What follows belongs to an exercise in optimizing a design on an open flow for small area; a production flow would make more cautious choices. Only simulation tests tie the RTL to the original design; equivalence was not proved. No activity file was given, so power comes from the tool's default toggle rates. The clock port is modelled as an ideal driver; clocking choices that lean on that would not hold on a real chip.

==> flow/design.v <==
module mips_dmem_responder (
  input  logic        clk,
  input  logic        resetN,
  input  logic        req_valid,
  output logic        req_ready,
  input  logic        req_we,
  input  logic [31:0] req_addr,
  input  logic [31:0] req_wdata,
  input  logic [3:0]  req_be,
  output logic        resp_valid,
  input  logic        resp_ready,
  output logic [31:0] resp_rdata,
  output logic        resp_err
);
  localparam int N     = 64;    
  localparam int WSTEP = 4;     
  localparam int RSTEP = 4;     
  localparam int NW    = N / WSTEP;
  localparam int NR    = (N - 1) / RSTEP + 1;
  logic [1:0] ph;
  logic       idle;
  logic       waiting;
  logic       accept;
  assign idle       = (ph == 2'b00);
  assign waiting    = ph[0];
  assign req_ready  = idle;
  assign resp_valid = (ph == 2'b10);
  assign accept     = req_valid && idle;
  logic st_acc;
  assign st_acc = accept && req_we;
  always_ff @(posedge clk or negedge resetN) begin
    if (!resetN) begin
      ph <= 2'b00;
    end else begin
      case (ph)
        2'b00:   ph <= accept ? 2'b01 : 2'b00;
        2'b01:   ph <= 2'b11;
        2'b11:   ph <= 2'b10;
        default: ph <= resp_ready ? 2'b00 : 2'b10;
      endcase
    end
  end
  logic [5:0] t;
  always_ff @(posedge clk or negedge resetN) begin
    if (!resetN) begin
      t <= 6'd0;
    end else begin
      t <= t + 6'd1;
    end
  end
  logic        req_err;
  logic        req_st;
  assign req_err   = (req_addr[1:0] != 2'b00) || (req_addr[31:8] != 24'd0);
  assign req_st    = req_we && !req_err;
  logic [5:0]  pos_q;     
  logic [3:0]  be_q;
  logic        ld_q;      
  logic        err_q;
  logic        st_q;      
  logic [31:0] dat_q;     
  always_ff @(posedge clk) begin
    if (accept) begin
      be_q  <= req_be;
      ld_q  <= !req_we && !req_err;
      err_q <= req_err;
    end
  end
  always_ff @(posedge clk or negedge resetN) begin
    if (!resetN) begin
      st_q <= 1'b0;
    end else if (accept) begin
      st_q <= req_st;
    end
  end
  assign resp_err   = err_q;
  logic        got;       
  logic [31:0] rval;
  assign resp_rdata = ld_q ? (dat_q | rval) : 32'd0;
  logic [3:0] swept;
  always_ff @(posedge clk or negedge resetN) begin
    if (!resetN) begin
      swept <= 4'b0000;
    end else begin
      swept <= {swept[2:0], 1'b1};
    end
  end
  logic sweep;
  assign sweep = !swept[3];
  logic [N-1:0][31:0] rd;
  logic [N-1:0][31:0] rd_n;
  logic [NW-1:0] wen;
  always_comb begin
    for (int k = 0; k < NW; k++) begin
      wen[k] = st_q && (pos_q == 6'(k * WSTEP));
    end
  end
  logic [NW*4-1:0]        p_c1;
  logic [NW*4-1:0]        p_c2;
  logic [NW-1:0][31:0]    p_next;
  logic [31:0]            dat_n;
  assign dat_n = ~dat_q;
  for (genvar k = 0; k < NW; k++) begin : g_port
    for (genvar i = 0; i < 4; i++) begin : g_lane
      logic wr;
      assign wr = wen[k] && be_q[i];
      if (k % 2 == 0) begin : g_even
        assign p_c1[4*k + i] = wr;
        assign p_c2[4*k + i] = !wr && !sweep;
      end else begin : g_odd
        assign p_c1[4*k + i] = wr || sweep;
        assign p_c2[4*k + i] = !wr;
      end
    end
  end
  logic [NR-1:0] tsel;      
  dmem_ring_ports #(.NP(NW), .NR(NR), .RS(RSTEP)) u_ports (
    .c1    (p_c1),
    .c2    (p_c2),
    .dat   (dat_q),
    .dat_n (dat_n),
    .rd    (rd),
    .tsel  (tsel),
    .tseln (~tsel),
    .wdat  (req_wdata),
    .wsel  ({4{st_acc}} & req_be),
    .next  (p_next),
    .rval  (rval)
  );
  for (genvar q = 0; q < N; q++) begin : g_pos
    if (q % WSTEP == 0) begin : g_port
      assign rd_n[q] = p_next[q / WSTEP];
    end else begin : g_shift
      assign rd_n[q] = rd[(q + N - 1) % N];
    end
  end
  always_ff @(posedge clk) begin
    rd <= rd_n;
  end
  logic [5:0]    apos;
  logic [5:0]    rpos;
  logic [NR-1:0] rsel;
  logic          rhit;
  assign apos = req_addr[7:2] + t;
  assign rpos = idle ? apos : pos_q;
  always_ff @(posedge clk) begin
    pos_q <= (accept ? apos : pos_q) + 6'd1;
  end
  always_comb begin
    rhit = 1'b0;
    for (int k = 0; k < NR; k++) begin
      rsel[k] = (rpos == 6'(k * RSTEP));
      rhit    = rhit || rsel[k];
      tsel[k] = rsel[k] && !st_acc && (idle || !got);
    end
  end
  logic lcap;
  assign lcap = rhit && ld_q && !got && !idle;
  always_ff @(posedge clk) begin
    if (accept || lcap) begin
      dat_q <= rval;
    end
  end
  always_ff @(posedge clk) begin
    if (accept) begin
      got <= rhit;
    end else if (lcap) begin
      got <= 1'b1;
    end
  end
endmodule
module dmem_ring_ports #(
  parameter int NP = 16,
  parameter int NR = 16,
  parameter int RS = 4
) (
  input  logic [NP*4-1:0]     c1,
  input  logic [NP*4-1:0]     c2,
  input  logic [31:0]         dat,
  input  logic [31:0]         dat_n,
  input  logic [NP*4-1:0][31:0] rd,
  input  logic [NR-1:0]       tsel,
  input  logic [NR-1:0]       tseln,    
  input  logic [31:0]         wdat,
  input  logic [3:0]          wsel,
  output logic [NP-1:0][31:0] next,
  output logic [31:0]         rval
);
  localparam int N  = NP * 4;
  logic [N-1:0][31:0] rd_n;
  for (genvar k = 0; k < NP; k++) begin : g_port
    for (genvar i = 0; i < 4; i++) begin : g_lane
      if (k % 2 == 0) begin : g_even
        assign next[k][8*i +: 8] = ~((dat[8*i +: 8] & {8{c1[4*k + i]}})
                                   | (rd[(4*k + N - 1) % N][8*i +: 8] & {8{c2[4*k + i]}}));
      end else begin : g_odd
        assign next[k][8*i +: 8] = ~((rd[(4*k + N - 1) % N][8*i +: 8] | {8{c1[4*k + i]}})
                                   & (dat_n[8*i +: 8] | {8{c2[4*k + i]}}));
      end
    end
  end
  for (genvar q = 0; q < N; q++) begin : g_pos
    if (q % 4 == 0) begin : g_port
      assign rd_n[q] = next[q / 4];
    end else begin : g_shift
      assign rd_n[q] = rd[(q + N - 1) % N];
    end
  end
  logic [31:0] wterm;
  assign wterm = wdat & {{8{wsel[3]}}, {8{wsel[2]}}, {8{wsel[1]}}, {8{wsel[0]}}};
  always_comb begin
    rval = wterm;
    for (int k = 0; k < NR; k++) begin
      if (((k * RS) / 4) % 2 == 0) begin
        rval = rval | ~({32{tseln[k]}} | rd_n[k * RS]);
      end else begin
        rval = rval | ({32{tsel[k]}} & rd_n[k * RS]);
      end
    end
  end
endmodule
clock: 8.0 ns
lec_check: 0
cap_margin: 20
core_margin: 2
core_utilization: 70
place_density: 0.8
slew_margin: 20
synth_hierarchical: 1
standard.sh (not shown) runs the stock make flow with config.mk's settings and CLKGATE_MAP_FILE= SYNTH_SCRIPT=/design/flow/synth_recipe.tcl, a recipe that flattens the netlist after the stock synthesis.
==> flow/flow/run.sh <==
#!/bin/bash
# Layout flow: the standard ORFS flow (standard.sh), with two changes:
#  - clock tree synthesis without dummy loads, with larger sink clusters;
#  - port buffers of the smallest buffer cell (every port still gets one).
# make's full output goes to make_finish.log here; ORFS keeps each step's
# log under orfs/logs/.
set -euo pipefail
bash standard.sh finish \
  "CTS_ARGS=-sink_clustering_enable -repair_clock_nets -dont_use_dummy_load -sink_clustering_size 34 -sink_clustering_max_diameter 70" \
  "BUFFER_PORTS_ARGS=-buffer_cell sky130_fd_sc_hd__buf_1" \
  > make_finish.log 2>&1
Rerun with:
--- a/flow/flow/run.sh
+++ b/flow/flow/run.sh
@@ -7,5 +7,5 @@
 set -euo pipefail
 bash standard.sh finish \
-  "CTS_ARGS=-sink_clustering_enable -repair_clock_nets -dont_use_dummy_load -sink_clustering_size 34 -sink_clustering_max_diameter 70" \
+  "CTS_ARGS=-sink_clustering_enable -repair_clock_nets -dont_use_dummy_load -sink_clustering_size 30 -sink_clustering_max_diameter 70" \
   "BUFFER_PORTS_ARGS=-buffer_cell sky130_fd_sc_hd__buf_1" \
   > make_finish.log 2>&1
=> Sequential power barely changes; design area rises by 0.40%; fmax rises by 0.46%; global-route usage rises by 0.13 points; power rises by 1.3%; flip-flop and latch count does not change; count of clock-buffer cells in the layout rises by 8; setup slack is better by 33 ps; clock power rises by 4.7%; final cell count is about the same; wire length rises by 0.33%.

[port drivers added, routing unchanged]
Ports are ideal in the flow. The routed layouts listed here were re-timed in OpenROAD. Step 1 assumes that a clkbuf_16 drives the clock port and a buf_2 every other input. Step 2 times the ports against the registers' clock, not the clock port: input delays grow and output delays shrink by t, the midpoint of the rising clock arrivals with the driver on. Three values: ideal, step 1, step 2; two values: the first two.
run | shift t [ns] | setup slack, ns | worst setup path at the end | slew at the worst register clock pin (ns)
the first run | 0.702 | 0.743 / 0.716 / 0.716 | input to output | 0.12 / 0.12
the second run | 0.708 | 0.777 / 0.752 / 0.752 | input to output | 0.11 / 0.11
After both steps every run listed still meets setup and hold. For the first run, which loses most, drivers alone change the setup slack by -0.027 ns; drivers and shift together by -0.027 ns.
